Background: an optimization exercise with open tools, aiming at small area and a short achievable clock period. Do not read the settings as production practice. Function was checked by simulation only, so behaviour that the tests miss may differ from the original. Power figures rest on the tool's default switching activity, not on a simulated workload.

`flow/config.mk`:
```
export PLATFORM = sky130hd
export DESIGN_NAME = cic_iq_decim
export DESIGN_NICKNAME = cic_iq_decim
export VERILOG_FILES = /design/flow/design.v
export SDC_FILE = /design/flow/constraint.sdc
export NUM_CORES = 4
export LEC_CHECK = 0
export ABC_AREA = 1
export CAP_MARGIN = 20
export CORE_MARGIN = 2
export CORE_UTILIZATION = 40
export SLEW_MARGIN = 20
```
`flow/flow/run.sh`:
```
#!/bin/bash
# Standard ORFS layout, with repair_timing asked to reach a larger setup slack than the
# constraint needs (the SDC is unchanged). Each tool's output stays in orfs/logs/.
set -euo pipefail
cd "$(dirname "$0")/.."
export SETUP_SLACK_MARGIN=${MARGIN:-6.6}
bash standard.sh > standard.log 2>&1
```
`flow/constraint.sdc`:
```
create_clock -name core_clock -period 9.5 [get_ports {clk}]
set_input_delay 1.9000 -clock core_clock [delete_from_list [all_inputs] [get_ports {clk}]]
set_output_delay 1.9000 -clock core_clock [all_outputs]
set_load 0.01 [all_outputs]
```
`flow/design.v`:
```
module cic_iq_decim #(
  parameter int DIN_W    = 16,
  parameter int DOUT_W   = 16,
  parameter int STAGES   = 4,
  parameter int MAX_RATE = 16,
  parameter int GAIN_W   = 16,
  localparam int RATE_W  = $clog2(MAX_RATE + 1),
  localparam int ACC_W   = DIN_W + STAGES * $clog2(MAX_RATE),
  localparam int SHIFT_W = $clog2(ACC_W)
) (
  input  logic                     clk,
  input  logic                     rst,
  input  logic                     s_axis_data_tvalid,
  input  logic signed [DIN_W-1:0]  s_axis_data_tdata_real,
  input  logic signed [DIN_W-1:0]  s_axis_data_tdata_imag,
  input  logic                     cfg_load,
  input  logic [RATE_W-1:0]        cfg_rate,
  input  logic [SHIFT_W-1:0]       cfg_shift,
  input  logic [GAIN_W-1:0]        cfg_gain,
  output logic                     m_axis_data_tvalid,
  output logic signed [DOUT_W-1:0] m_axis_data_tdata_real,
  output logic signed [DOUT_W-1:0] m_axis_data_tdata_imag
);
  localparam int W   = 8;            
  localparam int L   = 32 / W;       
  localparam int NVV = L + 4;        
  localparam int NFV = L + 9;        
  logic [3:0]  rm1;                  
  logic [4:0]  shift_r;
  logic [15:0] gain_r;
  always_ff @(posedge clk) begin
    if (rst) begin
      rm1     <= 4'd1;
      shift_r <= '0;
      gain_r  <= 16'd16384;
    end else if (cfg_load) begin
      if (cfg_rate < 5'd2)
        rm1 <= 4'd1;
      else if (cfg_rate > 5'd16)
        rm1 <= 4'd15;
      else
        rm1 <= 4'(cfg_rate - 5'd1);
      shift_r <= cfg_shift;
      gain_r  <= cfg_gain;
    end
  end
  logic        flush_q;
  logic        v_q;
  logic [15:0] xr_q, xi_q, xi_d;
  always_ff @(posedge clk) begin
    flush_q <= rst | cfg_load;
    v_q     <= s_axis_data_tvalid;
    xr_q    <= s_axis_data_tvalid ? s_axis_data_tdata_real : 16'd0;
    xi_q    <= s_axis_data_tvalid ? s_axis_data_tdata_imag : 16'd0;
    xi_d    <= flush_q ? 16'd0 : xi_q;
  end
  logic [NVV-1:0] vv;
  assign vv[0] = v_q;
  always_ff @(posedge clk) begin
    if (flush_q) vv[NVV-1:1] <= '0;
    else         vv[NVV-1:1] <= vv[NVV-2:0];
  end
  logic [31:0] xd [2][L];
  assign xd[0][0] = {{16{xr_q[15]}}, xr_q};
  assign xd[1][0] = {{16{xi_d[15]}}, xi_d};
  always_ff @(posedge clk) begin
    for (int c = 0; c < 2; c++)
      for (int j = 1; j < L; j++)
        xd[c][j] <= flush_q ? 32'd0 : xd[c][j-1];
  end
  logic [W-1:0] integ  [2][4][L];
  logic         icar   [2][4][L];   
  logic [W:0]   isum   [2][4][L];
  always_comb begin
    for (int c = 0; c < 2; c++)
      for (int k = 0; k < 4; k++)
        for (int j = 0; j < L; j++)
          isum[c][k][j] = {1'b0, (k == 3 && fv[3 + j + c]) ? {W{1'b0}} : integ[c][k][j]}
                        + {1'b0, (k == 0) ? xd[c][j][j*W +: W]
                                          : (vv[k + j + c] ? integ[c][k-1][j] : {W{1'b0}})}
                        + (W+1)'((j == 0) ? 1'b0 : icar[c][k][j-1]);
  end
  always_ff @(posedge clk) begin
    for (int c = 0; c < 2; c++)
      for (int k = 0; k < 4; k++)
        for (int j = 0; j < L; j++) begin
          integ[c][k][j] <= flush_q ? {W{1'b0}} : isum[c][k][j][W-1:0];
          icar[c][k][j]  <= flush_q ? 1'b0 : isum[c][k][j][W];
        end
  end
  logic [3:0]     cnt;
  logic           fe;
  logic [NFV-1:0] fv;               
  assign fe = v_q & (cnt == rm1);
  always_ff @(posedge clk) begin
    if (flush_q) begin
      cnt <= '0;
      fv  <= '0;
    end else begin
      if (v_q)
        cnt <= fe ? 4'd0 : cnt + 4'd1;
      fv <= {fv[NFV-2:0], fe};
    end
  end
  logic [W-1:0] da  [1:3][L];       
  logic [W-1:0] db  [1:3][L];       
  logic         cbr [1:3][L];       
  logic [W-1:0] cin [1:4][L];       
  logic [W:0]   csum [1:3][L];
  logic [W-1:0] cmid [L];           
  always_comb begin
    for (int j = 0; j < L; j++) begin
      cin[1][j] = fv[4 + j] ? integ[1][3][j] : integ[0][3][j];
      cin[2][j] = cmid[j];
      for (int k = 1; k < 4; k++) begin
        csum[k][j] = {1'b0, cin[k][j]} + {1'b0, ~da[k][j]}
                   + (W+1)'((j == 0) ? 1'b1 : cbr[k][j-1]);
        if (k != 1)
          cin[k+1][j] = csum[k][j][W-1:0];
      end
    end
  end
  always_ff @(posedge clk) begin
    for (int j = 0; j < L; j++) begin
      cmid[j] <= csum[1][j][W-1:0];
      for (int k = 1; k < 4; k++) begin
        cbr[k][j] <= csum[k][j][W];
        if (flush_q) begin
          da[k][j] <= '0;
          db[k][j] <= '0;
        end else if (k < 2 ? (fv[3 + j] | fv[4 + j]) : (fv[4 + j] | fv[5 + j])) begin
          da[k][j] <= db[k][j];
          db[k][j] <= cin[k][j];
        end
      end
    end
  end
  logic [W-1:0] dsk [L][L];
  logic [31:0]  z;
  always_ff @(posedge clk) begin
    for (int j = 0; j < L; j++) begin
      dsk[j][0] <= cin[4][j];
      for (int d = 1; d < L - j; d++)
        dsk[j][d] <= dsk[j][d-1];
    end
  end
  always_comb
    for (int j = 0; j < L; j++)
      z[j*W +: W] = dsk[j][L-1-j];
  logic [30:0] ur;
  always_ff @(posedge clk)
    ur <= 31'(($signed({z, 1'b0})) >>> shift_r);
  logic [17:0] g3;
  always_ff @(posedge clk)
    g3 <= {2'b0, gain_r} + {1'b0, gain_r, 1'b0};
  logic bneg0, bs1_0, bs2_0, bs3_0, bs4_0;
  logic [17:0] bm0;
  logic bneg1, bs1_1, bs2_1, bs3_1, bs4_1;
  logic [17:0] bm1;
  logic bneg2, bs1_2, bs2_2, bs3_2, bs4_2;
  logic [17:0] bm2;
  logic bneg3, bs1_3, bs2_3, bs3_3, bs4_3;
  logic [17:0] bm3;
  logic bneg4, bs1_4, bs2_4, bs3_4, bs4_4;
  logic [17:0] bm4;
  logic bneg5, bs1_5, bs2_5, bs3_5, bs4_5;
  logic [17:0] bm5;
  logic bneg6, bs1_6, bs2_6, bs3_6, bs4_6;
  logic [17:0] bm6;
  logic bneg7, bs1_7, bs2_7, bs3_7, bs4_7;
  logic [17:0] bm7;
  logic bneg8, bs1_8, bs2_8, bs3_8, bs4_8;
  logic [17:0] bm8;
  logic bneg9, bs1_9, bs2_9, bs3_9, bs4_9;
  logic [17:0] bm9;
  logic ma0_s1, ma0_c2;
  logic ma0_s3, ma0_c4;
  logic ma0_s5, ma0_c6;
  logic ma0_s7, ma0_c8;
  logic ma0_s9, ma0_c10;
  logic ma0_s11, ma0_c12;
  logic ma0_s13, ma0_c14;
  logic ma0_s15, ma0_c16;
  logic ma0_s17, ma0_c18;
  logic ma0_s19, ma0_c20;
  logic ma0_s21, ma0_c22;
  logic ma0_s23, ma0_c24;
  logic ma0_s25, ma0_c26;
  logic ma0_s27, ma0_c28;
  logic ma0_s29, ma0_c30;
  logic ma0_s31, ma0_c32;
  logic ma0_s33, ma0_c34;
  logic ma0_s35, ma0_c36;
  logic ma0_s37, ma0_c38;
  logic ma0_s39, ma0_c40;
  logic ma0_s41, ma0_c42;
  logic ma0_s43, ma0_c44;
  logic ma0_s45, ma0_c46;
  logic ma0_s47, ma0_c48;
  logic ma0_s49, ma0_c50;
  logic ma0_s51, ma0_c52;
  logic ma0_s53, ma0_c54;
  logic ma1_s55, ma1_c56;
  logic ma1_s57, ma1_c58;
  logic ma1_s59, ma1_c60;
  logic ma1_s61, ma1_c62;
  logic ma1_s63, ma1_c64;
  logic ma1_s65, ma1_c66;
  logic ma1_s67, ma1_c68;
  logic ma1_s69, ma1_c70;
  logic ma1_s71, ma1_c72;
  logic ma1_s73, ma1_c74;
  logic ma1_s75, ma1_c76;
  logic ma1_s77, ma1_c78;
  logic ma1_s79, ma1_c80;
  logic ma1_s81, ma1_c82;
  logic ma1_s83, ma1_c84;
  logic ma1_s85, ma1_c86;
  logic ma1_s87, ma1_c88;
  logic ma1_s89, ma1_c90;
  logic ma1_s91, ma1_c92;
  logic ma1_s93, ma1_c94;
  logic ma1_s95, ma1_c96;
  logic ma1_s97, ma1_c98;
  logic ma1_s99, ma1_c100;
  logic ma1_s101, ma1_c102;
  logic ma1_s103, ma1_c104;
  logic ma1_s105, ma1_c106;
  logic ma1_s107, ma1_c108;
  logic ma1_s109, ma1_c110;
  logic ma1_s111, ma1_c112;
  logic ma1_s113, ma1_c114;
  logic ma1_s115, ma1_c116;
  logic ma1_s117, ma1_c118;
  logic ma1_s119, ma1_c120;
  logic ma1_s121, ma1_c122;
  logic ma1_s123, ma1_c124;
  logic ma1_s125, ma1_c126;
  logic ma1_s127, ma1_c128;
  logic ma1_s129, ma1_c130;
  logic ma1_s131, ma1_c132;
  logic [29:0] mr0;
  logic [29:0] mr1;
  logic [29:0] mr2;
  logic [29:0] mr3;
  logic mb0_s133, mb0_c134;
  logic mb0_s135, mb0_c136;
  logic mb0_s137, mb0_c138;
  logic mb0_s139, mb0_c140;
  logic mb0_s141, mb0_c142;
  logic mb0_s143, mb0_c144;
  logic mb0_s145, mb0_c146;
  logic mb0_s147, mb0_c148;
  logic mb0_s149, mb0_c150;
  logic mb0_s151, mb0_c152;
  logic mb0_s153, mb0_c154;
  logic mb0_s155, mb0_c156;
  logic mb0_s157, mb0_c158;
  logic mb0_s159, mb0_c160;
  logic mb0_s161, mb0_c162;
  logic mb0_s163, mb0_c164;
  logic mb0_s165, mb0_c166;
  logic mb0_s167, mb0_c168;
  logic mb0_s169, mb0_c170;
  logic mb0_s171, mb0_c172;
  logic mb0_s173, mb0_c174;
  logic mb0_s175, mb0_c176;
  logic mb0_s177, mb0_c178;
  logic mb0_s179, mb0_c180;
  logic mb1_s181, mb1_c182;
  logic mb1_s183, mb1_c184;
  logic mb1_s185, mb1_c186;
  logic mb1_s187, mb1_c188;
  logic mb1_s189, mb1_c190;
  logic mb1_s191, mb1_c192;
  logic mb1_s193, mb1_c194;
  logic mb1_s195, mb1_c196;
  logic mb1_s197, mb1_c198;
  logic mb1_s199, mb1_c200;
  logic mb1_s201, mb1_c202;
  logic mb1_s203, mb1_c204;
  logic mb1_s205, mb1_c206;
  logic mb1_s207, mb1_c208;
  logic mb1_s209, mb1_c210;
  logic mb1_s211, mb1_c212;
  logic mb1_s213, mb1_c214;
  logic mb1_s215, mb1_c216;
  logic mb1_s217, mb1_c218;
  logic mb1_s219, mb1_c220;
  logic mb1_s221, mb1_c222;
  logic mb1_s223, mb1_c224;
  logic mb1_s225, mb1_c226;
  logic mb1_s227, mb1_c228;
  logic mb1_s229, mb1_c230;
  logic mb1_s231, mb1_c232;
  logic mb1_s233, mb1_c234;
  logic [29:0] mx, my;
  logic [14:0] plo;
  logic [15:0] mxh, myh, p;
  logic        pc14;
  assign bneg0 = ur[3];
  assign bs1_0 = ur[3] ? (ur[2] & (ur[1] ^ ur[0])) : (~ur[2] & (ur[1] ^ ur[0]));
  assign bs2_0 = (~ur[2] & ur[1] & ur[0]) | (ur[2] & ~ur[1] & ~ur[0]);
  assign bs3_0 = ur[3] ? (~ur[2] & (ur[1] ^ ur[0])) : (ur[2] & (ur[1] ^ ur[0]));
  assign bs4_0 = ur[3] ? (~ur[2] & ~ur[1] & ~ur[0]) : (ur[2] & ur[1] & ur[0]);
  assign bm0 = (({18{bs1_0}} & {2'b0, gain_r}) | ({18{bs2_0}} & {1'b0, gain_r, 1'b0}) | ({18{bs3_0}} & g3) | ({18{bs4_0}} & {gain_r, 2'b0})) ^ {18{bneg0}};
  assign bneg1 = ur[6];
  assign bs1_1 = ur[6] ? (ur[5] & (ur[4] ^ ur[3])) : (~ur[5] & (ur[4] ^ ur[3]));
  assign bs2_1 = (~ur[5] & ur[4] & ur[3]) | (ur[5] & ~ur[4] & ~ur[3]);
  assign bs3_1 = ur[6] ? (~ur[5] & (ur[4] ^ ur[3])) : (ur[5] & (ur[4] ^ ur[3]));
  assign bs4_1 = ur[6] ? (~ur[5] & ~ur[4] & ~ur[3]) : (ur[5] & ur[4] & ur[3]);
  assign bm1 = (({18{bs1_1}} & {2'b0, gain_r}) | ({18{bs2_1}} & {1'b0, gain_r, 1'b0}) | ({18{bs3_1}} & g3) | ({18{bs4_1}} & {gain_r, 2'b0})) ^ {18{bneg1}};
  assign bneg2 = ur[9];
  assign bs1_2 = ur[9] ? (ur[8] & (ur[7] ^ ur[6])) : (~ur[8] & (ur[7] ^ ur[6]));
  assign bs2_2 = (~ur[8] & ur[7] & ur[6]) | (ur[8] & ~ur[7] & ~ur[6]);
  assign bs3_2 = ur[9] ? (~ur[8] & (ur[7] ^ ur[6])) : (ur[8] & (ur[7] ^ ur[6]));
  assign bs4_2 = ur[9] ? (~ur[8] & ~ur[7] & ~ur[6]) : (ur[8] & ur[7] & ur[6]);
  assign bm2 = (({18{bs1_2}} & {2'b0, gain_r}) | ({18{bs2_2}} & {1'b0, gain_r, 1'b0}) | ({18{bs3_2}} & g3) | ({18{bs4_2}} & {gain_r, 2'b0})) ^ {18{bneg2}};
  assign bneg3 = ur[12];
  assign bs1_3 = ur[12] ? (ur[11] & (ur[10] ^ ur[9])) : (~ur[11] & (ur[10] ^ ur[9]));
  assign bs2_3 = (~ur[11] & ur[10] & ur[9]) | (ur[11] & ~ur[10] & ~ur[9]);
  assign bs3_3 = ur[12] ? (~ur[11] & (ur[10] ^ ur[9])) : (ur[11] & (ur[10] ^ ur[9]));
  assign bs4_3 = ur[12] ? (~ur[11] & ~ur[10] & ~ur[9]) : (ur[11] & ur[10] & ur[9]);
  assign bm3 = (({18{bs1_3}} & {2'b0, gain_r}) | ({18{bs2_3}} & {1'b0, gain_r, 1'b0}) | ({18{bs3_3}} & g3) | ({18{bs4_3}} & {gain_r, 2'b0})) ^ {18{bneg3}};
  assign bneg4 = ur[15];
  assign bs1_4 = ur[15] ? (ur[14] & (ur[13] ^ ur[12])) : (~ur[14] & (ur[13] ^ ur[12]));
  assign bs2_4 = (~ur[14] & ur[13] & ur[12]) | (ur[14] & ~ur[13] & ~ur[12]);
  assign bs3_4 = ur[15] ? (~ur[14] & (ur[13] ^ ur[12])) : (ur[14] & (ur[13] ^ ur[12]));
  assign bs4_4 = ur[15] ? (~ur[14] & ~ur[13] & ~ur[12]) : (ur[14] & ur[13] & ur[12]);
  assign bm4 = (({18{bs1_4}} & {2'b0, gain_r}) | ({18{bs2_4}} & {1'b0, gain_r, 1'b0}) | ({18{bs3_4}} & g3) | ({18{bs4_4}} & {gain_r, 2'b0})) ^ {18{bneg4}};
  assign bneg5 = ur[18];
  assign bs1_5 = ur[18] ? (ur[17] & (ur[16] ^ ur[15])) : (~ur[17] & (ur[16] ^ ur[15]));
  assign bs2_5 = (~ur[17] & ur[16] & ur[15]) | (ur[17] & ~ur[16] & ~ur[15]);
  assign bs3_5 = ur[18] ? (~ur[17] & (ur[16] ^ ur[15])) : (ur[17] & (ur[16] ^ ur[15]));
  assign bs4_5 = ur[18] ? (~ur[17] & ~ur[16] & ~ur[15]) : (ur[17] & ur[16] & ur[15]);
  assign bm5 = (({18{bs1_5}} & {2'b0, gain_r}) | ({18{bs2_5}} & {1'b0, gain_r, 1'b0}) | ({18{bs3_5}} & g3) | ({18{bs4_5}} & {gain_r, 2'b0})) ^ {18{bneg5}};
  assign bneg6 = ur[21];
  assign bs1_6 = ur[21] ? (ur[20] & (ur[19] ^ ur[18])) : (~ur[20] & (ur[19] ^ ur[18]));
  assign bs2_6 = (~ur[20] & ur[19] & ur[18]) | (ur[20] & ~ur[19] & ~ur[18]);
  assign bs3_6 = ur[21] ? (~ur[20] & (ur[19] ^ ur[18])) : (ur[20] & (ur[19] ^ ur[18]));
  assign bs4_6 = ur[21] ? (~ur[20] & ~ur[19] & ~ur[18]) : (ur[20] & ur[19] & ur[18]);
  assign bm6 = (({18{bs1_6}} & {2'b0, gain_r}) | ({18{bs2_6}} & {1'b0, gain_r, 1'b0}) | ({18{bs3_6}} & g3) | ({18{bs4_6}} & {gain_r, 2'b0})) ^ {18{bneg6}};
  assign bneg7 = ur[24];
  assign bs1_7 = ur[24] ? (ur[23] & (ur[22] ^ ur[21])) : (~ur[23] & (ur[22] ^ ur[21]));
  assign bs2_7 = (~ur[23] & ur[22] & ur[21]) | (ur[23] & ~ur[22] & ~ur[21]);
  assign bs3_7 = ur[24] ? (~ur[23] & (ur[22] ^ ur[21])) : (ur[23] & (ur[22] ^ ur[21]));
  assign bs4_7 = ur[24] ? (~ur[23] & ~ur[22] & ~ur[21]) : (ur[23] & ur[22] & ur[21]);
  assign bm7 = (({18{bs1_7}} & {2'b0, gain_r}) | ({18{bs2_7}} & {1'b0, gain_r, 1'b0}) | ({18{bs3_7}} & g3) | ({18{bs4_7}} & {gain_r, 2'b0})) ^ {18{bneg7}};
  assign bneg8 = ur[27];
  assign bs1_8 = ur[27] ? (ur[26] & (ur[25] ^ ur[24])) : (~ur[26] & (ur[25] ^ ur[24]));
  assign bs2_8 = (~ur[26] & ur[25] & ur[24]) | (ur[26] & ~ur[25] & ~ur[24]);
  assign bs3_8 = ur[27] ? (~ur[26] & (ur[25] ^ ur[24])) : (ur[26] & (ur[25] ^ ur[24]));
  assign bs4_8 = ur[27] ? (~ur[26] & ~ur[25] & ~ur[24]) : (ur[26] & ur[25] & ur[24]);
  assign bm8 = (({18{bs1_8}} & {2'b0, gain_r}) | ({18{bs2_8}} & {1'b0, gain_r, 1'b0}) | ({18{bs3_8}} & g3) | ({18{bs4_8}} & {gain_r, 2'b0})) ^ {18{bneg8}};
  assign bneg9 = ur[30];
  assign bs1_9 = ur[30] ? (ur[29] & (ur[28] ^ ur[27])) : (~ur[29] & (ur[28] ^ ur[27]));
  assign bs2_9 = (~ur[29] & ur[28] & ur[27]) | (ur[29] & ~ur[28] & ~ur[27]);
  assign bs3_9 = ur[30] ? (~ur[29] & (ur[28] ^ ur[27])) : (ur[29] & (ur[28] ^ ur[27]));
  assign bs4_9 = ur[30] ? (~ur[29] & ~ur[28] & ~ur[27]) : (ur[29] & ur[28] & ur[27]);
  assign bm9 = (({18{bs1_9}} & {2'b0, gain_r}) | ({18{bs2_9}} & {1'b0, gain_r, 1'b0}) | ({18{bs3_9}} & g3) | ({18{bs4_9}} & {gain_r, 2'b0})) ^ {18{bneg9}};
  assign ma0_s1 = bm0[15] ^ bm1[12];
  assign ma0_c2 = bm0[15] & bm1[12];
  assign ma0_s3 = bm0[16] ^ bm1[13];
  assign ma0_c4 = bm0[16] & bm1[13];
  assign ma0_s5 = bm0[17] ^ bm1[14];
  assign ma0_c6 = bm0[17] & bm1[14];
  assign ma0_s7 = ~bneg0 ^ bm1[15] ^ bm2[12];
  assign ma0_c8 = (~bneg0 & bm1[15]) | (~bneg0 & bm2[12]) | (bm1[15] & bm2[12]);
  assign ma0_s9 = bm3[9] ^ bm4[6] ^ bm5[3];
  assign ma0_c10 = (bm3[9] & bm4[6]) | (bm3[9] & bm5[3]) | (bm4[6] & bm5[3]);
  assign ma0_s11 = bm1[16] ^ bm2[13] ^ bm3[10];
  assign ma0_c12 = (bm1[16] & bm2[13]) | (bm1[16] & bm3[10]) | (bm2[13] & bm3[10]);
  assign ma0_s13 = bm4[7] ^ bm5[4];
  assign ma0_c14 = bm4[7] & bm5[4];
  assign ma0_s15 = bm1[17] ^ bm2[14] ^ bm3[11];
  assign ma0_c16 = (bm1[17] & bm2[14]) | (bm1[17] & bm3[11]) | (bm2[14] & bm3[11]);
  assign ma0_s17 = bm4[8] ^ bm5[5];
  assign ma0_c18 = bm4[8] & bm5[5];
  assign ma0_s19 = ~bneg1 ^ bm2[15] ^ bm3[12];
  assign ma0_c20 = (~bneg1 & bm2[15]) | (~bneg1 & bm3[12]) | (bm2[15] & bm3[12]);
  assign ma0_s21 = bm4[9] ^ bm5[6] ^ bm6[3];
  assign ma0_c22 = (bm4[9] & bm5[6]) | (bm4[9] & bm6[3]) | (bm5[6] & bm6[3]);
  assign ma0_s23 = bm2[16] ^ bm3[13] ^ bm4[10];
  assign ma0_c24 = (bm2[16] & bm3[13]) | (bm2[16] & bm4[10]) | (bm3[13] & bm4[10]);
  assign ma0_s25 = bm5[7] ^ bm6[4];
  assign ma0_c26 = bm5[7] & bm6[4];
  assign ma0_s27 = bm2[17] ^ bm3[14] ^ bm4[11];
  assign ma0_c28 = (bm2[17] & bm3[14]) | (bm2[17] & bm4[11]) | (bm3[14] & bm4[11]);
  assign ma0_s29 = bm5[8] ^ bm6[5];
  assign ma0_c30 = bm5[8] & bm6[5];
  assign ma0_s31 = ~bneg2 ^ bm3[15] ^ bm4[12];
  assign ma0_c32 = (~bneg2 & bm3[15]) | (~bneg2 & bm4[12]) | (bm3[15] & bm4[12]);
  assign ma0_s33 = bm5[9] ^ bm6[6] ^ bm7[3];
  assign ma0_c34 = (bm5[9] & bm6[6]) | (bm5[9] & bm7[3]) | (bm6[6] & bm7[3]);
  assign ma0_s35 = bm3[16] ^ bm4[13] ^ bm5[10];
  assign ma0_c36 = (bm3[16] & bm4[13]) | (bm3[16] & bm5[10]) | (bm4[13] & bm5[10]);
  assign ma0_s37 = bm6[7] ^ bm7[4];
  assign ma0_c38 = bm6[7] & bm7[4];
  assign ma0_s39 = bm3[17] ^ bm4[14] ^ bm5[11];
  assign ma0_c40 = (bm3[17] & bm4[14]) | (bm3[17] & bm5[11]) | (bm4[14] & bm5[11]);
  assign ma0_s41 = bm6[8] ^ bm7[5];
  assign ma0_c42 = bm6[8] & bm7[5];
  assign ma0_s43 = ~bneg3 ^ bm4[15] ^ bm5[12];
  assign ma0_c44 = (~bneg3 & bm4[15]) | (~bneg3 & bm5[12]) | (bm4[15] & bm5[12]);
  assign ma0_s45 = bm6[9] ^ bm7[6] ^ bm8[3];
  assign ma0_c46 = (bm6[9] & bm7[6]) | (bm6[9] & bm8[3]) | (bm7[6] & bm8[3]);
  assign ma0_s47 = bm4[16] ^ bm5[13] ^ bm6[10];
  assign ma0_c48 = (bm4[16] & bm5[13]) | (bm4[16] & bm6[10]) | (bm5[13] & bm6[10]);
  assign ma0_s49 = bm7[7] ^ bm8[4];
  assign ma0_c50 = bm7[7] & bm8[4];
  assign ma0_s51 = bm4[17] ^ bm5[14] ^ bm6[11];
  assign ma0_c52 = (bm4[17] & bm5[14]) | (bm4[17] & bm6[11]) | (bm5[14] & bm6[11]);
  assign ma0_s53 = bm7[8] ^ bm8[5];
  assign ma0_c54 = bm7[8] & bm8[5];
  assign ma1_s55 = bm0[9] ^ bm1[6];
  assign ma1_c56 = bm0[9] & bm1[6];
  assign ma1_s57 = bm0[10] ^ bm1[7];
  assign ma1_c58 = bm0[10] & bm1[7];
  assign ma1_s59 = bm0[11] ^ bm1[8];
  assign ma1_c60 = bm0[11] & bm1[8];
  assign ma1_s61 = bm0[12] ^ bm1[9] ^ bm2[6];
  assign ma1_c62 = (bm0[12] & bm1[9]) | (bm0[12] & bm2[6]) | (bm1[9] & bm2[6]);
  assign ma1_s63 = bm3[3] ^ bm4[0];
  assign ma1_c64 = bm3[3] & bm4[0];
  assign ma1_s65 = bm0[13] ^ bm1[10] ^ bm2[7];
  assign ma1_c66 = (bm0[13] & bm1[10]) | (bm0[13] & bm2[7]) | (bm1[10] & bm2[7]);
  assign ma1_s67 = bm3[4] ^ bm4[1] ^ 1'b1;
  assign ma1_c68 = (bm3[4] & bm4[1]) | (bm3[4] & 1'b1) | (bm4[1] & 1'b1);
  assign ma1_s69 = bm0[14] ^ bm1[11] ^ bm2[8];
  assign ma1_c70 = (bm0[14] & bm1[11]) | (bm0[14] & bm2[8]) | (bm1[11] & bm2[8]);
  assign ma1_s71 = bm3[5] ^ bm4[2];
  assign ma1_c72 = bm3[5] & bm4[2];
  assign ma1_s73 = ma0_s1 ^ bm2[9] ^ bm3[6];
  assign ma1_c74 = (ma0_s1 & bm2[9]) | (ma0_s1 & bm3[6]) | (bm2[9] & bm3[6]);
  assign ma1_s75 = bm4[3] ^ bm5[0] ^ bneg5;
  assign ma1_c76 = (bm4[3] & bm5[0]) | (bm4[3] & bneg5) | (bm5[0] & bneg5);
  assign ma1_s77 = ma0_s3 ^ bm2[10] ^ bm3[7];
  assign ma1_c78 = (ma0_s3 & bm2[10]) | (ma0_s3 & bm3[7]) | (bm2[10] & bm3[7]);
  assign ma1_s79 = bm4[4] ^ bm5[1] ^ ma0_c2;
  assign ma1_c80 = (bm4[4] & bm5[1]) | (bm4[4] & ma0_c2) | (bm5[1] & ma0_c2);
  assign ma1_s81 = ma0_s5 ^ bm2[11] ^ bm3[8];
  assign ma1_c82 = (ma0_s5 & bm2[11]) | (ma0_s5 & bm3[8]) | (bm2[11] & bm3[8]);
  assign ma1_s83 = bm4[5] ^ bm5[2] ^ ma0_c4;
  assign ma1_c84 = (bm4[5] & bm5[2]) | (bm4[5] & ma0_c4) | (bm5[2] & ma0_c4);
  assign ma1_s85 = ma0_s7 ^ ma0_s9 ^ bm6[0];
  assign ma1_c86 = (ma0_s7 & ma0_s9) | (ma0_s7 & bm6[0]) | (ma0_s9 & bm6[0]);
  assign ma1_s87 = bneg6 ^ 1'b1 ^ ma0_c6;
  assign ma1_c88 = (bneg6 & 1'b1) | (bneg6 & ma0_c6) | (1'b1 & ma0_c6);
  assign ma1_s89 = ma0_s11 ^ ma0_s13 ^ bm6[1];
  assign ma1_c90 = (ma0_s11 & ma0_s13) | (ma0_s11 & bm6[1]) | (ma0_s13 & bm6[1]);
  assign ma1_s91 = 1'b1 ^ ma0_c8 ^ ma0_c10;
  assign ma1_c92 = (1'b1 & ma0_c8) | (1'b1 & ma0_c10) | (ma0_c8 & ma0_c10);
  assign ma1_s93 = ma0_s15 ^ ma0_s17 ^ bm6[2];
  assign ma1_c94 = (ma0_s15 & ma0_s17) | (ma0_s15 & bm6[2]) | (ma0_s17 & bm6[2]);
  assign ma1_s95 = 1'b1 ^ ma0_c12 ^ ma0_c14;
  assign ma1_c96 = (1'b1 & ma0_c12) | (1'b1 & ma0_c14) | (ma0_c12 & ma0_c14);
  assign ma1_s97 = ma0_s19 ^ ma0_s21 ^ bm7[0];
  assign ma1_c98 = (ma0_s19 & ma0_s21) | (ma0_s19 & bm7[0]) | (ma0_s21 & bm7[0]);
  assign ma1_s99 = bneg7 ^ ma0_c16 ^ ma0_c18;
  assign ma1_c100 = (bneg7 & ma0_c16) | (bneg7 & ma0_c18) | (ma0_c16 & ma0_c18);
  assign ma1_s101 = ma0_s23 ^ ma0_s25 ^ bm7[1];
  assign ma1_c102 = (ma0_s23 & ma0_s25) | (ma0_s23 & bm7[1]) | (ma0_s25 & bm7[1]);
  assign ma1_s103 = 1'b1 ^ ma0_c20 ^ ma0_c22;
  assign ma1_c104 = (1'b1 & ma0_c20) | (1'b1 & ma0_c22) | (ma0_c20 & ma0_c22);
  assign ma1_s105 = ma0_s27 ^ ma0_s29 ^ bm7[2];
  assign ma1_c106 = (ma0_s27 & ma0_s29) | (ma0_s27 & bm7[2]) | (ma0_s29 & bm7[2]);
  assign ma1_s107 = 1'b1 ^ ma0_c24 ^ ma0_c26;
  assign ma1_c108 = (1'b1 & ma0_c24) | (1'b1 & ma0_c26) | (ma0_c24 & ma0_c26);
  assign ma1_s109 = ma0_s31 ^ ma0_s33 ^ bm8[0];
  assign ma1_c110 = (ma0_s31 & ma0_s33) | (ma0_s31 & bm8[0]) | (ma0_s33 & bm8[0]);
  assign ma1_s111 = bneg8 ^ ma0_c28 ^ ma0_c30;
  assign ma1_c112 = (bneg8 & ma0_c28) | (bneg8 & ma0_c30) | (ma0_c28 & ma0_c30);
  assign ma1_s113 = ma0_s35 ^ ma0_s37 ^ bm8[1];
  assign ma1_c114 = (ma0_s35 & ma0_s37) | (ma0_s35 & bm8[1]) | (ma0_s37 & bm8[1]);
  assign ma1_s115 = 1'b1 ^ ma0_c32 ^ ma0_c34;
  assign ma1_c116 = (1'b1 & ma0_c32) | (1'b1 & ma0_c34) | (ma0_c32 & ma0_c34);
  assign ma1_s117 = ma0_s39 ^ ma0_s41 ^ bm8[2];
  assign ma1_c118 = (ma0_s39 & ma0_s41) | (ma0_s39 & bm8[2]) | (ma0_s41 & bm8[2]);
  assign ma1_s119 = 1'b1 ^ ma0_c36 ^ ma0_c38;
  assign ma1_c120 = (1'b1 & ma0_c36) | (1'b1 & ma0_c38) | (ma0_c36 & ma0_c38);
  assign ma1_s121 = ma0_s43 ^ ma0_s45 ^ bm9[0];
  assign ma1_c122 = (ma0_s43 & ma0_s45) | (ma0_s43 & bm9[0]) | (ma0_s45 & bm9[0]);
  assign ma1_s123 = bneg9 ^ ma0_c40 ^ ma0_c42;
  assign ma1_c124 = (bneg9 & ma0_c40) | (bneg9 & ma0_c42) | (ma0_c40 & ma0_c42);
  assign ma1_s125 = ma0_s47 ^ ma0_s49 ^ bm9[1];
  assign ma1_c126 = (ma0_s47 & ma0_s49) | (ma0_s47 & bm9[1]) | (ma0_s49 & bm9[1]);
  assign ma1_s127 = 1'b1 ^ ma0_c44 ^ ma0_c46;
  assign ma1_c128 = (1'b1 & ma0_c44) | (1'b1 & ma0_c46) | (ma0_c44 & ma0_c46);
  assign ma1_s129 = ma0_s51 ^ ma0_s53 ^ bm9[2];
  assign ma1_c130 = (ma0_s51 & ma0_s53) | (ma0_s51 & bm9[2]) | (ma0_s53 & bm9[2]);
  assign ma1_s131 = 1'b1 ^ ma0_c48 ^ ma0_c50;
  assign ma1_c132 = (1'b1 & ma0_c48) | (1'b1 & ma0_c50) | (ma0_c48 & ma0_c50);
  assign mb0_s133 = mr0[6] ^ mr1[6];
  assign mb0_c134 = mr0[6] & mr1[6];
  assign mb0_s135 = mr0[7] ^ mr1[7];
  assign mb0_c136 = mr0[7] & mr1[7];
  assign mb0_s137 = mr0[8] ^ mr1[8];
  assign mb0_c138 = mr0[8] & mr1[8];
  assign mb0_s139 = mr0[9] ^ mr1[9] ^ mr2[9];
  assign mb0_c140 = (mr0[9] & mr1[9]) | (mr0[9] & mr2[9]) | (mr1[9] & mr2[9]);
  assign mb0_s141 = mr0[10] ^ mr1[10] ^ mr2[10];
  assign mb0_c142 = (mr0[10] & mr1[10]) | (mr0[10] & mr2[10]) | (mr1[10] & mr2[10]);
  assign mb0_s143 = mr0[11] ^ mr1[11] ^ mr2[11];
  assign mb0_c144 = (mr0[11] & mr1[11]) | (mr0[11] & mr2[11]) | (mr1[11] & mr2[11]);
  assign mb0_s145 = mr0[12] ^ mr1[12] ^ mr2[12];
  assign mb0_c146 = (mr0[12] & mr1[12]) | (mr0[12] & mr2[12]) | (mr1[12] & mr2[12]);
  assign mb0_s147 = mr0[13] ^ mr1[13] ^ mr2[13];
  assign mb0_c148 = (mr0[13] & mr1[13]) | (mr0[13] & mr2[13]) | (mr1[13] & mr2[13]);
  assign mb0_s149 = mr0[14] ^ mr1[14] ^ mr2[14];
  assign mb0_c150 = (mr0[14] & mr1[14]) | (mr0[14] & mr2[14]) | (mr1[14] & mr2[14]);
  assign mb0_s151 = mr0[15] ^ mr1[15] ^ mr2[15];
  assign mb0_c152 = (mr0[15] & mr1[15]) | (mr0[15] & mr2[15]) | (mr1[15] & mr2[15]);
  assign mb0_s153 = mr0[16] ^ mr1[16] ^ mr2[16];
  assign mb0_c154 = (mr0[16] & mr1[16]) | (mr0[16] & mr2[16]) | (mr1[16] & mr2[16]);
  assign mb0_s155 = mr0[17] ^ mr1[17] ^ mr2[17];
  assign mb0_c156 = (mr0[17] & mr1[17]) | (mr0[17] & mr2[17]) | (mr1[17] & mr2[17]);
  assign mb0_s157 = mr0[18] ^ mr1[18] ^ mr2[18];
  assign mb0_c158 = (mr0[18] & mr1[18]) | (mr0[18] & mr2[18]) | (mr1[18] & mr2[18]);
  assign mb0_s159 = mr0[19] ^ mr1[19] ^ mr2[19];
  assign mb0_c160 = (mr0[19] & mr1[19]) | (mr0[19] & mr2[19]) | (mr1[19] & mr2[19]);
  assign mb0_s161 = mr0[20] ^ mr1[20] ^ mr2[20];
  assign mb0_c162 = (mr0[20] & mr1[20]) | (mr0[20] & mr2[20]) | (mr1[20] & mr2[20]);
  assign mb0_s163 = mr0[21] ^ mr1[21] ^ mr2[21];
  assign mb0_c164 = (mr0[21] & mr1[21]) | (mr0[21] & mr2[21]) | (mr1[21] & mr2[21]);
  assign mb0_s165 = mr0[22] ^ mr1[22] ^ mr2[22];
  assign mb0_c166 = (mr0[22] & mr1[22]) | (mr0[22] & mr2[22]) | (mr1[22] & mr2[22]);
  assign mb0_s167 = mr0[23] ^ mr1[23] ^ mr2[23];
  assign mb0_c168 = (mr0[23] & mr1[23]) | (mr0[23] & mr2[23]) | (mr1[23] & mr2[23]);
  assign mb0_s169 = mr0[24] ^ mr1[24] ^ mr2[24];
  assign mb0_c170 = (mr0[24] & mr1[24]) | (mr0[24] & mr2[24]) | (mr1[24] & mr2[24]);
  assign mb0_s171 = mr0[25] ^ mr1[25] ^ mr2[25];
  assign mb0_c172 = (mr0[25] & mr1[25]) | (mr0[25] & mr2[25]) | (mr1[25] & mr2[25]);
  assign mb0_s173 = mr0[26] ^ mr1[26] ^ mr2[26];
  assign mb0_c174 = (mr0[26] & mr1[26]) | (mr0[26] & mr2[26]) | (mr1[26] & mr2[26]);
  assign mb0_s175 = mr0[27] ^ mr1[27] ^ mr2[27];
  assign mb0_c176 = (mr0[27] & mr1[27]) | (mr0[27] & mr2[27]) | (mr1[27] & mr2[27]);
  assign mb0_s177 = mr0[28] ^ mr1[28] ^ mr2[28];
  assign mb0_c178 = (mr0[28] & mr1[28]) | (mr0[28] & mr2[28]) | (mr1[28] & mr2[28]);
  assign mb0_s179 = mr0[29] ^ mr1[29] ^ mr2[29];
  assign mb0_c180 = (mr0[29] & mr1[29]) | (mr0[29] & mr2[29]) | (mr1[29] & mr2[29]);
  assign mb1_s181 = mr0[3] ^ mr1[3];
  assign mb1_c182 = mr0[3] & mr1[3];
  assign mb1_s183 = mr0[4] ^ mr1[4];
  assign mb1_c184 = mr0[4] & mr1[4];
  assign mb1_s185 = mr0[5] ^ mr1[5];
  assign mb1_c186 = mr0[5] & mr1[5];
  assign mb1_s187 = mb0_s133 ^ mr2[6] ^ mr3[6];
  assign mb1_c188 = (mb0_s133 & mr2[6]) | (mb0_s133 & mr3[6]) | (mr2[6] & mr3[6]);
  assign mb1_s189 = mb0_s135 ^ mr2[7] ^ mb0_c134;
  assign mb1_c190 = (mb0_s135 & mr2[7]) | (mb0_s135 & mb0_c134) | (mr2[7] & mb0_c134);
  assign mb1_s191 = mb0_s137 ^ mr2[8] ^ mb0_c136;
  assign mb1_c192 = (mb0_s137 & mr2[8]) | (mb0_s137 & mb0_c136) | (mr2[8] & mb0_c136);
  assign mb1_s193 = mb0_s139 ^ mr3[9] ^ mb0_c138;
  assign mb1_c194 = (mb0_s139 & mr3[9]) | (mb0_s139 & mb0_c138) | (mr3[9] & mb0_c138);
  assign mb1_s195 = mb0_s141 ^ mr3[10] ^ mb0_c140;
  assign mb1_c196 = (mb0_s141 & mr3[10]) | (mb0_s141 & mb0_c140) | (mr3[10] & mb0_c140);
  assign mb1_s197 = mb0_s143 ^ mr3[11] ^ mb0_c142;
  assign mb1_c198 = (mb0_s143 & mr3[11]) | (mb0_s143 & mb0_c142) | (mr3[11] & mb0_c142);
  assign mb1_s199 = mb0_s145 ^ mr3[12] ^ mb0_c144;
  assign mb1_c200 = (mb0_s145 & mr3[12]) | (mb0_s145 & mb0_c144) | (mr3[12] & mb0_c144);
  assign mb1_s201 = mb0_s147 ^ mr3[13] ^ mb0_c146;
  assign mb1_c202 = (mb0_s147 & mr3[13]) | (mb0_s147 & mb0_c146) | (mr3[13] & mb0_c146);
  assign mb1_s203 = mb0_s149 ^ mr3[14] ^ mb0_c148;
  assign mb1_c204 = (mb0_s149 & mr3[14]) | (mb0_s149 & mb0_c148) | (mr3[14] & mb0_c148);
  assign mb1_s205 = mb0_s151 ^ mr3[15] ^ mb0_c150;
  assign mb1_c206 = (mb0_s151 & mr3[15]) | (mb0_s151 & mb0_c150) | (mr3[15] & mb0_c150);
  assign mb1_s207 = mb0_s153 ^ mr3[16] ^ mb0_c152;
  assign mb1_c208 = (mb0_s153 & mr3[16]) | (mb0_s153 & mb0_c152) | (mr3[16] & mb0_c152);
  assign mb1_s209 = mb0_s155 ^ mr3[17] ^ mb0_c154;
  assign mb1_c210 = (mb0_s155 & mr3[17]) | (mb0_s155 & mb0_c154) | (mr3[17] & mb0_c154);
  assign mb1_s211 = mb0_s157 ^ mr3[18] ^ mb0_c156;
  assign mb1_c212 = (mb0_s157 & mr3[18]) | (mb0_s157 & mb0_c156) | (mr3[18] & mb0_c156);
  assign mb1_s213 = mb0_s159 ^ mr3[19] ^ mb0_c158;
  assign mb1_c214 = (mb0_s159 & mr3[19]) | (mb0_s159 & mb0_c158) | (mr3[19] & mb0_c158);
  assign mb1_s215 = mb0_s161 ^ mr3[20] ^ mb0_c160;
  assign mb1_c216 = (mb0_s161 & mr3[20]) | (mb0_s161 & mb0_c160) | (mr3[20] & mb0_c160);
  assign mb1_s217 = mb0_s163 ^ mr3[21] ^ mb0_c162;
  assign mb1_c218 = (mb0_s163 & mr3[21]) | (mb0_s163 & mb0_c162) | (mr3[21] & mb0_c162);
  assign mb1_s219 = mb0_s165 ^ mr3[22] ^ mb0_c164;
  assign mb1_c220 = (mb0_s165 & mr3[22]) | (mb0_s165 & mb0_c164) | (mr3[22] & mb0_c164);
  assign mb1_s221 = mb0_s167 ^ mr3[23] ^ mb0_c166;
  assign mb1_c222 = (mb0_s167 & mr3[23]) | (mb0_s167 & mb0_c166) | (mr3[23] & mb0_c166);
  assign mb1_s223 = mb0_s169 ^ mr3[24] ^ mb0_c168;
  assign mb1_c224 = (mb0_s169 & mr3[24]) | (mb0_s169 & mb0_c168) | (mr3[24] & mb0_c168);
  assign mb1_s225 = mb0_s171 ^ mr3[25] ^ mb0_c170;
  assign mb1_c226 = (mb0_s171 & mr3[25]) | (mb0_s171 & mb0_c170) | (mr3[25] & mb0_c170);
  assign mb1_s227 = mb0_s173 ^ mr3[26] ^ mb0_c172;
  assign mb1_c228 = (mb0_s173 & mr3[26]) | (mb0_s173 & mb0_c172) | (mr3[26] & mb0_c172);
  assign mb1_s229 = mb0_s175 ^ mr3[27] ^ mb0_c174;
  assign mb1_c230 = (mb0_s175 & mr3[27]) | (mb0_s175 & mb0_c174) | (mr3[27] & mb0_c174);
  assign mb1_s231 = mb0_s177 ^ mr3[28] ^ mb0_c176;
  assign mb1_c232 = (mb0_s177 & mr3[28]) | (mb0_s177 & mb0_c176) | (mr3[28] & mb0_c176);
  assign mb1_s233 = mb0_s179 ^ mr3[29] ^ mb0_c178;
  assign mb1_c234 = (mb0_s179 & mr3[29]) | (mb0_s179 & mb0_c178) | (mr3[29] & mb0_c178);
  assign mx[0] = mr0[0];
  assign my[0] = mr1[0];
  assign mx[1] = mr0[1];
  assign my[1] = 1'b0;
  assign mx[2] = mr0[2];
  assign my[2] = 1'b0;
  assign mx[3] = mb1_s181;
  assign my[3] = mr2[3];
  assign mx[4] = mb1_s183;
  assign my[4] = mb1_c182;
  assign mx[5] = mb1_s185;
  assign my[5] = mb1_c184;
  assign mx[6] = mb1_s187;
  assign my[6] = mb1_c186;
  assign mx[7] = mb1_s189;
  assign my[7] = mb1_c188;
  assign mx[8] = mb1_s191;
  assign my[8] = mb1_c190;
  assign mx[9] = mb1_s193;
  assign my[9] = mb1_c192;
  assign mx[10] = mb1_s195;
  assign my[10] = mb1_c194;
  assign mx[11] = mb1_s197;
  assign my[11] = mb1_c196;
  assign mx[12] = mb1_s199;
  assign my[12] = mb1_c198;
  assign mx[13] = mb1_s201;
  assign my[13] = mb1_c200;
  assign mx[14] = mb1_s203;
  assign my[14] = mb1_c202;
  assign mx[15] = mb1_s205;
  assign my[15] = mb1_c204;
  assign mx[16] = mb1_s207;
  assign my[16] = mb1_c206;
  assign mx[17] = mb1_s209;
  assign my[17] = mb1_c208;
  assign mx[18] = mb1_s211;
  assign my[18] = mb1_c210;
  assign mx[19] = mb1_s213;
  assign my[19] = mb1_c212;
  assign mx[20] = mb1_s215;
  assign my[20] = mb1_c214;
  assign mx[21] = mb1_s217;
  assign my[21] = mb1_c216;
  assign mx[22] = mb1_s219;
  assign my[22] = mb1_c218;
  assign mx[23] = mb1_s221;
  assign my[23] = mb1_c220;
  assign mx[24] = mb1_s223;
  assign my[24] = mb1_c222;
  assign mx[25] = mb1_s225;
  assign my[25] = mb1_c224;
  assign mx[26] = mb1_s227;
  assign my[26] = mb1_c226;
  assign mx[27] = mb1_s229;
  assign my[27] = mb1_c228;
  assign mx[28] = mb1_s231;
  assign my[28] = mb1_c230;
  assign mx[29] = mb1_s233;
  assign my[29] = mb1_c232;
  assign plo = {1'b0, mx[13:0]} + {1'b0, my[13:0]};
  assign p = mxh + myh + 16'(pc14);
  always_ff @(posedge clk) begin
    mr0[0] <= bm0[0];
    mr1[0] <= bneg0;
    mr2[0] <= 1'b0;
    mr3[0] <= 1'b0;
    mr0[1] <= bm0[1];
    mr1[1] <= 1'b0;
    mr2[1] <= 1'b0;
    mr3[1] <= 1'b0;
    mr0[2] <= bm0[2];
    mr1[2] <= 1'b0;
    mr2[2] <= 1'b0;
    mr3[2] <= 1'b0;
    mr0[3] <= bm0[3];
    mr1[3] <= bm1[0];
    mr2[3] <= bneg1;
    mr3[3] <= 1'b0;
    mr0[4] <= bm0[4];
    mr1[4] <= bm1[1];
    mr2[4] <= 1'b0;
    mr3[4] <= 1'b0;
    mr0[5] <= bm0[5];
    mr1[5] <= bm1[2];
    mr2[5] <= 1'b0;
    mr3[5] <= 1'b0;
    mr0[6] <= bm0[6];
    mr1[6] <= bm1[3];
    mr2[6] <= bm2[0];
    mr3[6] <= bneg2;
    mr0[7] <= bm0[7];
    mr1[7] <= bm1[4];
    mr2[7] <= bm2[1];
    mr3[7] <= 1'b0;
    mr0[8] <= bm0[8];
    mr1[8] <= bm1[5];
    mr2[8] <= bm2[2];
    mr3[8] <= 1'b0;
    mr0[9] <= ma1_s55;
    mr1[9] <= bm2[3];
    mr2[9] <= bm3[0];
    mr3[9] <= bneg3;
    mr0[10] <= ma1_s57;
    mr1[10] <= bm2[4];
    mr2[10] <= bm3[1];
    mr3[10] <= ma1_c56;
    mr0[11] <= ma1_s59;
    mr1[11] <= bm2[5];
    mr2[11] <= bm3[2];
    mr3[11] <= ma1_c58;
    mr0[12] <= ma1_s61;
    mr1[12] <= ma1_s63;
    mr2[12] <= bneg4;
    mr3[12] <= ma1_c60;
    mr0[13] <= ma1_s65;
    mr1[13] <= ma1_s67;
    mr2[13] <= ma1_c62;
    mr3[13] <= ma1_c64;
    mr0[14] <= ma1_s69;
    mr1[14] <= ma1_s71;
    mr2[14] <= ma1_c66;
    mr3[14] <= ma1_c68;
    mr0[15] <= ma1_s73;
    mr1[15] <= ma1_s75;
    mr2[15] <= ma1_c70;
    mr3[15] <= ma1_c72;
    mr0[16] <= ma1_s77;
    mr1[16] <= ma1_s79;
    mr2[16] <= ma1_c74;
    mr3[16] <= ma1_c76;
    mr0[17] <= ma1_s81;
    mr1[17] <= ma1_s83;
    mr2[17] <= ma1_c78;
    mr3[17] <= ma1_c80;
    mr0[18] <= ma1_s85;
    mr1[18] <= ma1_s87;
    mr2[18] <= ma1_c82;
    mr3[18] <= ma1_c84;
    mr0[19] <= ma1_s89;
    mr1[19] <= ma1_s91;
    mr2[19] <= ma1_c86;
    mr3[19] <= ma1_c88;
    mr0[20] <= ma1_s93;
    mr1[20] <= ma1_s95;
    mr2[20] <= ma1_c90;
    mr3[20] <= ma1_c92;
    mr0[21] <= ma1_s97;
    mr1[21] <= ma1_s99;
    mr2[21] <= ma1_c94;
    mr3[21] <= ma1_c96;
    mr0[22] <= ma1_s101;
    mr1[22] <= ma1_s103;
    mr2[22] <= ma1_c98;
    mr3[22] <= ma1_c100;
    mr0[23] <= ma1_s105;
    mr1[23] <= ma1_s107;
    mr2[23] <= ma1_c102;
    mr3[23] <= ma1_c104;
    mr0[24] <= ma1_s109;
    mr1[24] <= ma1_s111;
    mr2[24] <= ma1_c106;
    mr3[24] <= ma1_c108;
    mr0[25] <= ma1_s113;
    mr1[25] <= ma1_s115;
    mr2[25] <= ma1_c110;
    mr3[25] <= ma1_c112;
    mr0[26] <= ma1_s117;
    mr1[26] <= ma1_s119;
    mr2[26] <= ma1_c114;
    mr3[26] <= ma1_c116;
    mr0[27] <= ma1_s121;
    mr1[27] <= ma1_s123;
    mr2[27] <= ma1_c118;
    mr3[27] <= ma1_c120;
    mr0[28] <= ma1_s125;
    mr1[28] <= ma1_s127;
    mr2[28] <= ma1_c122;
    mr3[28] <= ma1_c124;
    mr0[29] <= ma1_s129;
    mr1[29] <= ma1_s131;
    mr2[29] <= ma1_c126;
    mr3[29] <= ma1_c128;
    mxh <= mx[29:14];
    myh <= my[29:14];
    pc14 <= plo[14];
  end
  always_ff @(posedge clk) begin
    if (fv[L + 7])
      m_axis_data_tdata_real <= p;
    m_axis_data_tdata_imag <= p;
    m_axis_data_tvalid <= fv[L + 8] & ~flush_q & ~rst & ~cfg_load;
  end
endmodule
```
`flow/standard.sh`:
```
#!/bin/bash
# synth_recipe.tcl (not shown) runs the flow's synth.tcl, then flattens the netlist and writes it again
# the make line also repeats each setting of config.mk as NAME=value (left out here)
make -C /OpenROAD-flow-scripts/flow DESIGN_CONFIG=/design/flow/config.mk WORK_HOME=/design/flow/orfs CLKGATE_MAP_FILE= SYNTH_SCRIPT=/design/flow/synth_recipe.tcl "${@:-finish}"
```
==> summary.md, run 1 <==
| Metric | Value |
|---|---|
| Layout cells sized above 1 | `0.0720` |
| GRT Util Overall | `0.180` |
| Netlist cell types | `60` |
| Setup TNS | `0 ns` |
| TritonCTS buffer count | `100` |
| Clk root buf | `clkbuf_16` |
| Total number of vias | `39,120` |
| Most used flip-flop cell after synthesis | `dfxtp_1` |
| Final antenna-violating net count | `0` |
| Pint | `~7.9 mW` |
| Avg WL per Cell | `about 15 um` |
| Vias in the first global route | `between 30,000 and 40,000` |
| Crit path buf inv count | `1` |
| Leak | `~26 nW` |
| Ys async rst share | `0` |
| Crit Path Max Fanout | `1` |
| Die Area | `126,000 um^2` |
| Min cycle time layout | `just over 3 ns` |
| Sequential power share | `0.403` |
| Net Sw Power | `3.71 mW` |
| Num rows | `roughly 130` |
| Max stage delay cell, worst path | `edfxtp_1` |
| Global route overflow | `0` |
| Setup Crit Path Kind | `reg -> out` |
| Post-synthesis sequential area ratio | `0.381` |
| Clock power share | `0.351` |
| Critical Path, Cell by Cell | `buf_2` |
| Nets | `6,811` |
| CP arrival | `between 1 and 1.5 ns` |
| Crit-path max cell delay | `about 0.36 ns` |
| Final worst path period share | `0.327` |
| Initial antenna violation count | `1` |
| Detailed Route WL | `~110,000 um` |
| RSZ-0062 raised after global routing | `true` |
| CP delay by family, top | `flip-flops` |
| First-pass GRT wire length | `approximately 190,000 um` |
| Avg Cell Area, Syn | `~8 um^2` |
| FMAX | `between 300 and 400 MHz` |
| Rel. slew slack | `0.283` |
| Input/output buffers | `between 90 and 100` |
| MaxCap Viol Count | `0` |
| Comb power frac | `0.246` |
| Largest net degree at the start of global routing | `between 150 and 200` |
| TritonCTS clock tree | `yes` |
| Final core occ | `0.456` |
| Vias/cell | `a little under 5` |
| Switching Fraction | `0.319` |
| Synthesized cell area | `between 40,000 and 50,000 um^2` |
| Antenna cells | `0` |
| Mapped Cells | `between 6,000 and 7,000` |
| Gpl congestion | `0.923` |
| Clock slew at reported path FFs | `roughly 0.06 ns` |
| Most frequent cells in the layout | `inv_1, dfxtp_1, nand2_1, o21ai_0, a21oi_1` |
| First-pass DRT Iterations | `6` |
| # setup viols final | `0` |
| Core Box Area | `about 120,000 um^2` |
| Ports | `95` |
| Most common cell after layout, fill and taps aside | `inv_1` |
| Final HPWL DP | `between 80,000 and 90,000 um` |
| Setup Skew | `~0.058 ns` |
| Endpoints failing hold | `0` |
| Crit start category | `flip-flop` |
| Run status | `timing/DRC/antenna clean` |
| Worst Path Required | `approximately 7.6 ns` |
| Kind of end point of the critical path | `output port` |
| PD cells | `209 nW/um^2` |
| Syn nets | `6,778` |
| Die height | `between 300 and 400 um` |
| H-tree depth | `3` |
| Area delta synth->final | `12.9%` |
| Post-CTS Hold Buffers | `0` |
| Initial drt markers | `about 2,200` |
| Die Width | `about 360 um` |
| Clock Latency Late Sink | `0.71 ns` |
| Count of pins over their slew limit | `0` |
| Clock sink total | `about 930` |
| HP Class | `reg -> reg` |
| Post-synth EDFFs | `16` |
| YS warnings | `12` |
| Clock Tree Buf Depth | `3` |
| Worst-margin pin slew | `between 1 and 1.5 ns` |
| Starting Density | `0.404` |
| #FFs+latches synth | `about 930` |
| Post-route DRC | `0` |
| Max VDD drop | `approximately 0.2 mV` |
[flip-flops by register name, summed over array words and instances, names as in the netlist, 18 cells and up]
signal,count
mr2,25
da,96
db,96
mr3,22
integ,256
g3,18
mr1,28
icar,24
ur,31
xd,20
mr0,30
dsk,80
cmid,32
[cell families (layout without fill, tap and decap cells)]
kind of cell | after synthesis | count (layout) | share of synthesized area
compound gates | 1556 | 1556 | 0.179
xor+xnor | 252 | 252 | 0.0447
fa+ha+maj | 542 | 542 | 0.162
buf+inv | 1272 | 1389 | 0.101
flops | 932 | 932 | 0.381
mux | 5 | 5 | 0.00101
simple gates | 1615 | 1615 | 0.131
[worst paths after layout]
| check | startpoint | end | slack (ns) | depth (start not counted) |
|---|---|---|---|---|
| max reg2reg | gain_r[11]$_SDFFE_PP0P_ | mr0[23]$_DFF_P_ | 6.62 | 6 |
| max | m_axis_data_tdata_real[10]$_DFFE_PP_ | m_axis_data_tdata_real[10] | 6.39 | 1 |
| min | dsk[2][5]$_DFF_P_ | dsk[3][5]$_DFF_P_ | 0.33 | 0 |
| min reg2reg | dsk[2][5]$_DFF_P_ | dsk[3][5]$_DFF_P_ | 0.33 | 0 |
[Yosys cell counts, drive strengths merged (52+ instances only)]
cell	instances	area share
buf	73	0.010
a221oi	52	0.013
a21oi	527	0.053
o22ai	173	0.022
nand2	900	0.070
o21ai	647	0.066
dfxtp	916	0.37
inv	1031	0.079
nand3	128	0.013
xor2	223	0.040
clkbuf	160	0.012
fa	160	0.065
nor2	542	0.043
ha	382	0.097
[layer usage]
| layer | track usage | share of wire | up-vias |
|---|---|---|---|
| met5 | 0 | 0 | - |
| li1 | - | - | 20152 |
| met2 | 0.323 | 0.48 | 903 |
| met1 | 0.215 | 0.43 | 17800 |
| met3 | 0.0278 | 0.048 | 265 |
| met4 | 0.0703 | 0.042 | 0 |
[stage by stage]
stage / cell area (um^2) / power [mW] / hold slack (ns) / cells / worst slack [ns]
2_1_floorplan: 49400 / 6.74 / 0.310 / 6174 / 6.79
3_3_place_gp: 51500 / 7.53 / 0.310 / 7690 / 5.67
3_5_place_dp: 51500 / 7.60 / 0.312 / 7690 / 5.64
4_1_cts: 55100 / 11.7 / 0.326 / 7894 / 6.33
5_1_grt: 55700 / 12.4 / 0.330 / 7916 / 6.33
6_report: 55700 / 11.6 / 0.325 / 7916 / 6.39
[power groups by stage]
stage	Clock, mW	Combinational [mW]	Sequential, mW
6_report	4.08	2.86	4.69
5_1_grt	4.37	3.28	4.73
4_1_cts	4.21	2.84	4.69
3_5_place_dp	0	2.83	4.78
3_3_place_gp	0	2.76	4.77
2_1_floorplan	0	2.06	4.68
[layout make-up]
type | instances | area (um^2)
Fill cell | 12098 | 66500
Multi-Input combinational cell | 3970 | 25800
Sequential cell | 932 | 18900
Inverter | 1039 | 3970
Clock buffer | 135 | 2880
Tap cell | 1625 | 2030
Timing Repair Buffer | 163 | 1470
Clock inverter | 51 | 658
Timing Repair inverter | 1 | 5.00
[timing repair]
item                                    in CTS  in global routing
pin swaps                                    5                 24
buffers inserted                            17                 18
gates cloned                                 1                  2
endpoints found under the setup margin     112                203
resized for setup                          175                 87
==> inputs of run 2 (changes only) <==
==> flow/flow/run.sh (replaced) <==
#!/bin/bash
# Standard ORFS layout, with repair_timing asked to reach a larger setup slack than the
# constraint needs (the SDC is unchanged). Each tool's output stays in orfs/logs/.
set -euo pipefail
cd "$(dirname "$0")/.."
export SETUP_SLACK_MARGIN=${MARGIN:-6.4}
bash standard.sh > standard.log 2>&1
--- a/flow/config.mk
+++ b/flow/config.mk
@@ -8,5 +8,5 @@
 export ABC_AREA = 1
 export CAP_MARGIN = 20
 export CORE_MARGIN = 2
-export CORE_UTILIZATION = 40
+export CORE_UTILIZATION = 60
 export SLEW_MARGIN = 20
==> summary.md, run 2 <==
| Metric | Value |
|---|---|
| Run status | `timing/DRC/antenna clean` |
| Count of pins over their slew limit | `0 (unchanged)` |
| #FFs+latches synth | `932 (unchanged)` |
| Vias/cell | `5.35 (+8.2%)` |
| Antenna cells | `0 (unchanged)` |
| Area fraction in compound gates after synthesis | `0.179 (unchanged)` |
| Avg Cell Area, Syn | `8.00 um^2 (unchanged)` |
| Min cycle time layout | `3.14 ns (+0.0322 ns)` |
| Final HPWL DP | `83,600 um (+1.4%)` |
| Routing usage on met3 | `0.0421 (+0.0142)` |
| Clock Latency Late Sink | `0.68 ns (-0.03 ns)` |
| Top-count cell post-synth | `inv_1` |
| Die height | `291 um (-18%)` |
| DP Cell Count | `7,131 (-7.3%)` |
| Gr busiest metal | `met2` |
| Crit path buf inv count | `1 (unchanged)` |
| TritonCTS clock tree | `yes` |
| Initial drt markers | `2,870 (+32%)` |
| HP Class | `reg -> reg` |
| Net Sw Power | `3.75 mW (+1.1%)` |
| Main combinational cell family by area after synthesis | `compound AO/OA/AOI/OAI gates` |
| Area delta synth->final | `10.4%` |
| Die Area | `84,600 um^2 (-33%)` |
| Met2 GRT Util | `0.465 (+0.142)` |
| Most common cell after layout, fill and taps aside | `inv_1` |
| Post-CTS Hold Buffers | `0 (unchanged)` |
| Met1 usage | `0.346 (+0.131)` |
| Max stage delay cell, worst path | `edfxtp_1` |
| # setup viols final | `0 (unchanged)` |
| Final antenna-violating net count | `0 (unchanged)` |
| Setup Crit Path Kind | `reg -> out` |
| Yosys top cell area share | `0.371 (unchanged)` |
| Setup Skew | `0.0307 ns (-0.0269 ns)` |
| Comb power frac | `0.246 (about the same)` |
| Switching Fraction | `0.320 (+0.00161)` |
| Netlist cell types | `60 (unchanged)` |
| Most used flip-flop cell after synthesis | `dfxtp_1` |
| Post-synthesis simple-gate area fraction | `0.131 (unchanged)` |
| PD cells | `215 nW/um^2 (+2.9%)` |
| Input/output buffers | `94 (unchanged)` |
| Syn nets | `6,778 (unchanged)` |
| Adder-cell share of the synthesized area | `0.162 (unchanged)` |
| Rel. slew slack | `0.322 (+0.0382)` |
| MaxCap Viol Count | `0 (unchanged)` |
| Hold slack | `0.318 ns (-0.00719 ns)` |
| Largest net degree at the start of global routing | `242 (+47%)` |
| Layout cells sized above 1 | `0.0604 (-0.0116)` |
| Total number of vias | `39,200 (+0.20%)` |
| Endpoints failing hold | `0 (unchanged)` |
| YS warnings | `12 (unchanged)` |
| Max reg flops | `256 (unchanged)` |
| Worst-margin pin slew | `1.02 ns (-0.0572 ns)` |
| Most flops, register | `integ` |
| Gpl congestion | `0.979 (+6.1%)` |
| Crit Path Max Fanout | `1 (unchanged)` |
| Most frequent cells in the layout | `inv_1, dfxtp_1, nand2_1, o21ai_0, a21oi_1` |
| GRT Util Overall | `0.272 (+0.0918)` |
| First-pass DRT Iterations | `5 (-1)` |
| Max VDD drop | `0.164 mV (-17%)` |
| Clock power share | `0.352 (about the same)` |
| H-tree depth | `3 (unchanged)` |
| TritonCTS buffer count | `100 (unchanged)` |
| FMAX | `318 MHz (-1.0%)` |
| Synth top cells by count | `inv_1, dfxtp_1, nand2_1, o21ai_0, a21oi_1` |
| Mapped Cells | `6,174 (unchanged)` |
| Nets | `6,779 (-0.47%)` |
| Kind of end point of the critical path | `output port` |
| Clock sink total | `932 (unchanged)` |
| Crit-path max cell delay | `0.41 ns (+0.05 ns)` |
| Largest regs | `integ x256, da x96, db x96` |
| CP arrival | `1.24 ns (+0.03 ns)` |
| Post-route DRC | `0 (unchanged)` |
| Crit start category | `flip-flop` |
| Detailed Route WL | `116,000 um (+0.84%)` |
| Clock slew at reported path FFs | `0.06 ns (about the same)` |
| Post-synth EDFFs | `16 (unchanged)` |
| Mux cell area share after synthesis | `0.00101 (unchanged)` |
| Global route overflow | `0 (unchanged)` |
| Post-synthesis sequential area ratio | `0.381 (unchanged)` |
| Vias in the first global route | `37,495 (-0.40%)` |
| Largest cells by area after synthesis | `dfxtp_1, ha_1, inv_1` |
| Die Width | `291 um (-18%)` |
| RSZ-0062 raised after global routing | `true` |
| Count of filler cells inserted in the layout | `7,163 (-41%)` |
| Num rows | `105 (-18%)` |
| Clock Tree Buf Depth | `3 (unchanged)` |
| Ys async rst share | `0 (unchanged)` |
| Synthesized cell area | `49,400 um^2 (unchanged)` |
| Final worst path period share | `0.331 (+0.00339)` |
| Setup TNS | `0 ns (unchanged)` |
| Starting Density | `0.604 (+0.200)` |
| Avg WL per Cell | `15.8 um (+8.9%)` |
| CP delay by family, top | `flip-flops` |
| Clk root buf | `clkbuf_16` |
| Critical Path, Cell by Cell | `buf_2` |
| First-pass GRT wire length | `189,000 um (+0.54%)` |
| Non-Filler Instances | `7,332 (-7.4%)` |
| Core Box Area | `81,700 um^2 (-33%)` |
| Initial antenna violation count | `0 (-1)` |
| Sequential power share | `0.402 (about the same)` |
| Synth Area in XOR/XNOR | `0.0447 (unchanged)` |
| Leak | `25.9 nW (-0.70%)` |
| Pint | `7.96 mW (+0.40%)` |
| Cell taking the most area after synthesis | `dfxtp_1` |
| Worst Path Required | `7.60 ns (about the same)` |
| Ports | `95 (unchanged)` |
==> run 2: metrics by stage <==
step / utilization / power, mW / setup slack, ns / instance area, um^2
2_1_floorplan: - / 6.74 / 6.79 / 49400
3_3_place_gp: 0.622 / 7.56 / 5.89 / 50800
3_5_place_dp: 0.622 / 7.66 / 5.82 / 50800
4_1_cts: 0.664 / 11.8 / 6.30 / 54300
5_1_grt: 0.667 / 12.4 / 6.30 / 54500
6_report: 0.667 / 11.7 / 6.36 / 54500
==> run 2: logic make-up after synthesis <==
group	count (synthesis)
adders and majority gates	542
buffers and inverters	1272
DFF	932
xor gates and xnor gates	252
AOI/OAI and AO/OA	1556
and+or+nand+nor	1615
muxes	5
==> run 2: power groups by stage <==
stage	combinational (mW)	sequential, mW	clock, mW
finish	2.88	4.71	4.12
global route	3.28	4.75	4.38
CTS	2.86	4.71	4.21
detailed placement	2.87	4.79	0
global placement	2.78	4.78	0
floorplan	2.06	4.68	0
==> run 2: layout make-up <==
cell class / instances / area (um^2) / share of cell area
flip-flops and latches: 932 / 18800 / 0.346
multi-input cells: 3970 / 25600 / 0.471
clock inverters: 48 / 683 / 0.0125
repair inverters: 3 / 15.0 / 0.000276
inverters: 1039 / 3950 / 0.0725
repair buffers: 129 / 1120 / 0.0206
well taps: 1070 / 1340 / 0.0246
clock buffers: 141 / 2900 / 0.0532
==> run 2: per-layer routing <==
metal / up-vias / routed length [um]
li1: 20075 / -
met1: 17850 / 50100
met2: 984 / 54100
met3: 291 / 6640
met4: 0 / 4940
met5: - / 0
==> run 2: final timing paths <==
check,slack [ns],from,cells past startpoint,to
max,6.36,m_axis_data_tdata_real[15]$_DFFE_PP_,1,m_axis_data_tdata_real[15]
max reg2reg,6.46,gain_r[14]$_SDFFE_PP1P_,7,mr0[18]$_DFF_P_
min reg2reg,0.32,dsk[8][2]$_DFF_P_,0,dsk[9][2]$_DFF_P_
min,0.32,dsk[8][2]$_DFF_P_,0,dsk[9][2]$_DFF_P_
==> run 2: repair_timing <==
action / 4_1_cts / 5_1_grt
buffers inserted: 6 / 0
resized for setup: 143 / 28
pin swaps: 1 / 1
gates cloned: 1 / 2
setup endpoints to repair: 75 / 42

## port drivers added, routing unchanged
Ports are ideal in the flow. The routed layouts listed here were re-timed in OpenROAD.
Step 1, drivers: a clkbuf_16 drives clk and a buf_2 each remaining input, both assumed.
Step 2, shift: input delay + t, output delay - t, t = (earliest + latest rising clock arrival at the registers) / 2. This alone moves slack from input paths to output paths.
Slacks: no drivers / after step 1 / after step 2; pairs: no drivers / after step 1.
| run | shift t [ns] | setup slack, ns | hold slack, ns |
|---|---|---|---|
| run 1 | 0.748 | 6.390 / 6.322 / 5.919 | 0.325 / 0.325 / 0.325 |
| run 2 | 0.728 | 6.357 / 6.290 / 5.766 | 0.318 / 0.318 / 0.318 |
After both steps every run listed still meets setup and hold. For run 2, which loses most, drivers alone change the setup slack by -0.067 ns; drivers and shift together by -0.591 ns.
